From an optimization exercise on the open Yosys and OpenROAD flow, aimed at small area and a short achievable clock period; shortcuts taken in it are not production practice. Only simulation tests tie the RTL to the original design; equivalence was not proved.

job 294:
Design fp_mul_top, start of the top module:
module fp_mul_top
(
  input  logic        clk,
  input  logic        reset,
  input  logic [2:0]  r_mode,  
  input  logic [31:0] fp_x,
  input  logic [31:0] fp_y,
  output logic [31:0] fp_z,
  output logic        ovrf,
  output logic        udrf
);
Settings: LEC_CHECK=0, ABC_AREA=1, CAP_MARGIN=20, CORE_MARGIN=2, CORE_UTILIZATION=40, SETUP_SLACK_MARGIN=5, SLEW_MARGIN=20; clock period 14.5 ns.
standard.sh (not shown) runs the stock make flow with config.mk's settings and CLKGATE_MAP_FILE= SYNTH_SCRIPT=/design/flow/synth_recipe.tcl, a recipe that flattens the netlist after the stock synthesis.
==> flow/flow/run.sh <==
#!/bin/bash
# Layout flow: the standard flow (standard.sh) with these changes:
#  - synthesis maps the design's fa_cell/ha_cell modules straight to the
#    library's full/half adder cells before flattening (ORFS's synth.tcl with
#    one techmap added after its hierarchy check), and skips Yosys's
#    extract_fa, so the rest of the adders are left to abc;
#  - abc maps with flow/abc.script, when the version has one;
#  - the port buffers are buf_2 cells instead of the default delay buffers;
#  - make variables from flow/extra_vars.txt, when the version has one.
set -euo pipefail
here=$(pwd)

sed -e 's#^hierarchy -check -top \$::env(DESIGN_NAME)$#&\ntechmap -map '"$here"'/flow/adder_cells.v#' \
    -e 's#^  extract_fa {\*}\[dont_use_extract_fa_args\]$#  \# extract_fa skipped#' \
  "$FLOW_HOME/scripts/synth.tcl" > "$here/synth_adders.tcl"
grep -q adder_cells.v "$here/synth_adders.tcl"
grep -q "extract_fa skipped" "$here/synth_adders.tcl"
if [[ -f "$here/flow/abc.script" ]]; then
  sed -i 's#^  log_cmd abc {\*}\$abc_args$#  log_cmd abc {*}[lreplace $abc_args 1 1 '"$here"'/flow/abc.script]#' "$here/synth_adders.tcl"
  grep -q "flow/abc.script" "$here/synth_adders.tcl"
fi
sed 's#source \$::env(SCRIPTS_DIR)/synth.tcl#source '"$here"'/synth_adders.tcl#' \
  "$here/synth_recipe.tcl" > "$here/synth_recipe_adders.tcl"
grep -q synth_adders.tcl "$here/synth_recipe_adders.tcl"
# extra make variables, from flow/extra_vars.txt if present (one NAME=value per line)
extra=""
if [[ -f "$here/flow/extra_vars.txt" ]]; then
  extra=$(grep -E '^[A-Z_]+=[^ ]+$' "$here/flow/extra_vars.txt" | tr '\n' ' ')
fi
sed -e 's#SYNTH_SCRIPT=[^ ]*#SYNTH_SCRIPT='"$here"'/synth_recipe_adders.tcl#' \
    -e 's#"\${@:-finish}"#'"$extra"'"${@:-finish}"#' \
  "$here/standard.sh" > "$here/standard_adders.sh"
grep -q synth_recipe_adders.tcl "$here/standard_adders.sh"

port_buffer=sky130_fd_sc_hd__buf_2
export BUFFER_PORTS_ARGS="-buffer_cell $port_buffer"
bash "$here/standard_adders.sh" > "$here/flow.log" 2>&1
==> flow/flow/abc.script <==
strash
dc2
dch
map -B 0.9
topo
stime -c
upsize -c
dnsize -c
==> flow/flow/adder_cells.v <==
// maps the design's fa_cell and ha_cell modules to the library adder cells
module fa_cell (input a, input b, input ci, output s, output co);
  sky130_fd_sc_hd__fa_1 _TECHMAP_REPLACE_ (.A(a), .B(b), .CIN(ci), .SUM(s), .COUT(co));
endmodule

module ha_cell (input a, input b, output s, output co);
  sky130_fd_sc_hd__ha_1 _TECHMAP_REPLACE_ (.A(a), .B(b), .SUM(s), .COUT(co));
endmodule
Job 294 was carried through to the last stage, and its layout satisfied the timing, DRC and antenna checks.
Edits applied to the flow inputs when going from job 294 to job 4966:
==> flow/flow/abc.script <==
strash
dc2
dch
map -B 0.9
topo
stime -c
buffer -c
upsize -c
dnsize -c
[summary]
- Every run (job 4966 and job 294) finished clean.
- Comparing job 4966 and job 294, the higher synthesized cell count was measured on job 4966.
- Fraction of met1 tracks used by global routing is lower on job 4966
Here is what was changed in the inputs of job 2159 compared with job 4966.
- swapping 40 for 55 in CORE_UTILIZATION
diff --git a/flow/flow/run.sh b/flow/flow/run.sh
--- a/flow/flow/run.sh
+++ b/flow/flow/run.sh
@@ -35 +35 @@
-port_buffer=sky130_fd_sc_hd__buf_2
+port_buffer=sky130_fd_sc_hd__buf_1
==> flow/flow/abc.script <==
strash
balance
rewrite
refactor
balance
rewrite
rewrite -z
balance
refactor -z
rewrite -z
balance
dch
map -B 0.9
topo
stime -c
buffer -c
upsize -c
dnsize -c
==> comparison <==
From job 4966 to job 2159 the numbers moved as follows: core footprint lost about 30%, mean routed wirelength per cell lower, count of inverters other than clock inverters in the layout rose 8, clock tree buffer count of the final layout shrank by 1.
What job 965 does differently from job 2159 at the input level:
- a change of CORE_UTILIZATION from 55 to 40
diff --git a/flow/flow/run.sh b/flow/flow/run.sh
--- a/flow/flow/run.sh
+++ b/flow/flow/run.sh
@@ -35 +35 @@
-port_buffer=sky130_fd_sc_hd__buf_1
+port_buffer=sky130_fd_sc_hd__buf_2
## What came out
Sum of buffers and inverters on the critical path: job 2159 and job 965 compared, lower one is job 2159
Compared with job 2159, in job 965 post-route non-filler standard cell count grew by 5.0%.
Summary of the comparison: number of global-route vias before repair is higher in job 965, relative to job 2159.
Taking job 2159 as the reference, in job 965 maximum frequency grew by 0.48%, number of hold buffers added after CTS held steady, global-route usage shrank by 7.1 points.
Job 965 against job 2159: global placement routability congestion went down 2.5%, area growth from synthesis to final layout went up, inserted tap cell count shows an increase of 141.
The inputs of job 5125 differ from those of job 965 as listed below.
- a change of CORE_UTILIZATION from 40 to 50
--- outcome ---
Re final worst slack: job 5125 is 0.080 ns up on job 965. [job 5125] ratio of final minimum period to clock period fell 0.55 points relative to job 965. Diff job 965 and job 5125: data arrival time of the critical path lower in job 5125.

Starting RTL as in the previous note.
Settings: LEC_CHECK=0, ABC_AREA=1, CAP_MARGIN=20, CORE_MARGIN=2, CORE_UTILIZATION=55, SETUP_SLACK_MARGIN=5, SLEW_MARGIN=20; clock period 14.5 ns.
==> flow/flow/run.sh <==
#!/bin/bash
# Layout flow: the standard flow (standard.sh) with these changes:
#  - synthesis maps the design's fa_cell/ha_cell modules straight to the
#    library's full/half adder cells before flattening (ORFS's synth.tcl with
#    one techmap added after its hierarchy check), and skips Yosys's
#    extract_fa, so the rest of the adders are left to abc;
#  - abc maps with flow/abc.script, when the version has one;
#  - the port buffers are buf_2 cells instead of the default delay buffers;
#  - make variables from flow/extra_vars.txt, when the version has one.
set -euo pipefail
here=$(pwd)

sed -e 's#^hierarchy -check -top \$::env(DESIGN_NAME)$#&\ntechmap -map '"$here"'/flow/adder_cells.v#' \
    -e 's#^  extract_fa {\*}\[dont_use_extract_fa_args\]$#  \# extract_fa skipped#' \
  "$FLOW_HOME/scripts/synth.tcl" > "$here/synth_adders.tcl"
grep -q adder_cells.v "$here/synth_adders.tcl"
grep -q "extract_fa skipped" "$here/synth_adders.tcl"
if [[ -f "$here/flow/abc.script" ]]; then
  sed -i 's#^  log_cmd abc {\*}\$abc_args$#  log_cmd abc {*}[lreplace $abc_args 1 1 '"$here"'/flow/abc.script]#' "$here/synth_adders.tcl"
  grep -q "flow/abc.script" "$here/synth_adders.tcl"
fi
sed 's#source \$::env(SCRIPTS_DIR)/synth.tcl#source '"$here"'/synth_adders.tcl#' \
  "$here/synth_recipe.tcl" > "$here/synth_recipe_adders.tcl"
grep -q synth_adders.tcl "$here/synth_recipe_adders.tcl"
# extra make variables, from flow/extra_vars.txt if present (one NAME=value per line)
extra=""
if [[ -f "$here/flow/extra_vars.txt" ]]; then
  extra=$(grep -E '^[A-Z_]+=[^ ]+$' "$here/flow/extra_vars.txt" | tr '\n' ' ')
fi
sed -e 's#SYNTH_SCRIPT=[^ ]*#SYNTH_SCRIPT='"$here"'/synth_recipe_adders.tcl#' \
    -e 's#"\${@:-finish}"#'"$extra"'"${@:-finish}"#' \
  "$here/standard.sh" > "$here/standard_adders.sh"
grep -q synth_recipe_adders.tcl "$here/standard_adders.sh"

port_buffer=sky130_fd_sc_hd__buf_2
export BUFFER_PORTS_ARGS="-buffer_cell $port_buffer"
bash "$here/standard_adders.sh" > "$here/flow.log" 2>&1
==> flow/flow/abc.script <==
strash
balance
rewrite
refactor
balance
rewrite
rewrite -z
balance
refactor -z
rewrite -z
balance
dch
map
topo
stime -c
buffer -c
upsize -c
dnsize -c
Scripts as last shown in full above: flow/flow/adder_cells.v
The baseline completed with no timing, DRC or antenna violations.
==> next run, changes <==
--- a/flow/flow/abc.script
+++ b/flow/flow/abc.script
@@ -11,5 +11,5 @@
 balance
 dch
-map
+map -B 0.9
 topo
 stime -c
- PLACE_DENSITY: default -> 0.7
The new run finished with timing, DRC and antenna clean; sequential share of layout area barely changes; global-route usage increases by 0.21 points; non-clock buffer count increases by 3; wire length increases by a few percent.
==> next run, changes <==
- CORE_UTILIZATION: 55 -> 40
- PLACE_DENSITY: 0.7 -> default
removed: flow/flow/abc.script
=>
- routed wire length rises by 5.0%
- setup slack hardly moves
- final area went up by 3.4%
==> next run, changes <==
==> flow/flow/abc.script (new file) <==
strash
balance
rewrite
refactor
balance
rewrite
rewrite -z
balance
refactor -z
rewrite -z
balance
dch
map -B 0.9
topo
stime -c
buffer -c
upsize -c
dnsize -c
- CORE_UTILIZATION: 40 -> 60
The changed run finished with timing, DRC and antenna clean.
Hold slack gets worse by 0.035 ns.
Area after synthesis fell by 2.2%.
Wire length is lower by 6.7%.
Synthesized cell count came out higher by 1.9%.
Final cell count fell by 6.5%.
Non-clock buffer count is lower by 3.
==> next run, changes <==
- CORE_UTILIZATION: 60 -> 55
Result: The changed run completed without violations; synthesized area is unchanged; die area rises by 8.9%; first-iteration DRC count falls by 30%; core utilization shrinks by 5.7 points; clock-buffer cell count came out higher by 1.

-- port drivers added, routing unchanged --
In the flow no input, the clock included, has a driving cell. The finished layouts below were timed again as built, in two steps. Step 1 sets driving cells, clkbuf_16 on the clock port and buf_2 on the other inputs (assumed; they add their load-dependent delay and slew). Step 2 moves the port delays by t, midway between the first and last clock arrival at a register: inputs arrive t later, outputs are due t later. That takes back most of the time a late clock gives input paths. Three values: ideal ports, drivers, drivers and shift; two values: the first two.
| run | t, ns | setup slack, ns | worst setup path after step 2 | worst data-port slew with drivers (ns) |
|---|---|---|---|---|
| job 294 | 0.309 | 5.049 / 5.047 / 4.737 | input to register | 0.08 |
| job 4966 | 0.301 | 5.191 / 5.196 / 4.895 | input to register | 0.08 |
| job 2159 | 0.314 | 5.278 / 5.289 / 4.975 | input to register | 0.04 |
| job 965 | 0.325 | 5.321 / 5.306 / 4.981 | input to register | 0.07 |
| job 5125 | 0.301 | 5.402 / 5.409 / 5.108 | input to register | 0.07 |
| the first run of note 2 | 0.321 | 5.327 / 5.345 / 5.024 | input to register | 0.04 |
| the second run of note 2 | 0.324 | 5.292 / 5.310 / 4.986 | input to register | 0.06 |
| the third run of note 2 | 0.321 | 5.290 / 5.288 / 4.967 | input to register | 0.07 |
| the fourth run of note 2 | 0.324 | 5.280 / 5.294 / 4.970 | input to register | 0.06 |
| the fifth run of note 2 | 0.302 | 5.401 / 5.406 / 5.104 | input to register | 0.07 |
After both steps setup and hold are still met in every run listed. For job 965, which loses most, drivers alone change the setup slack by -0.015 ns; drivers and shift together by -0.340 ns.
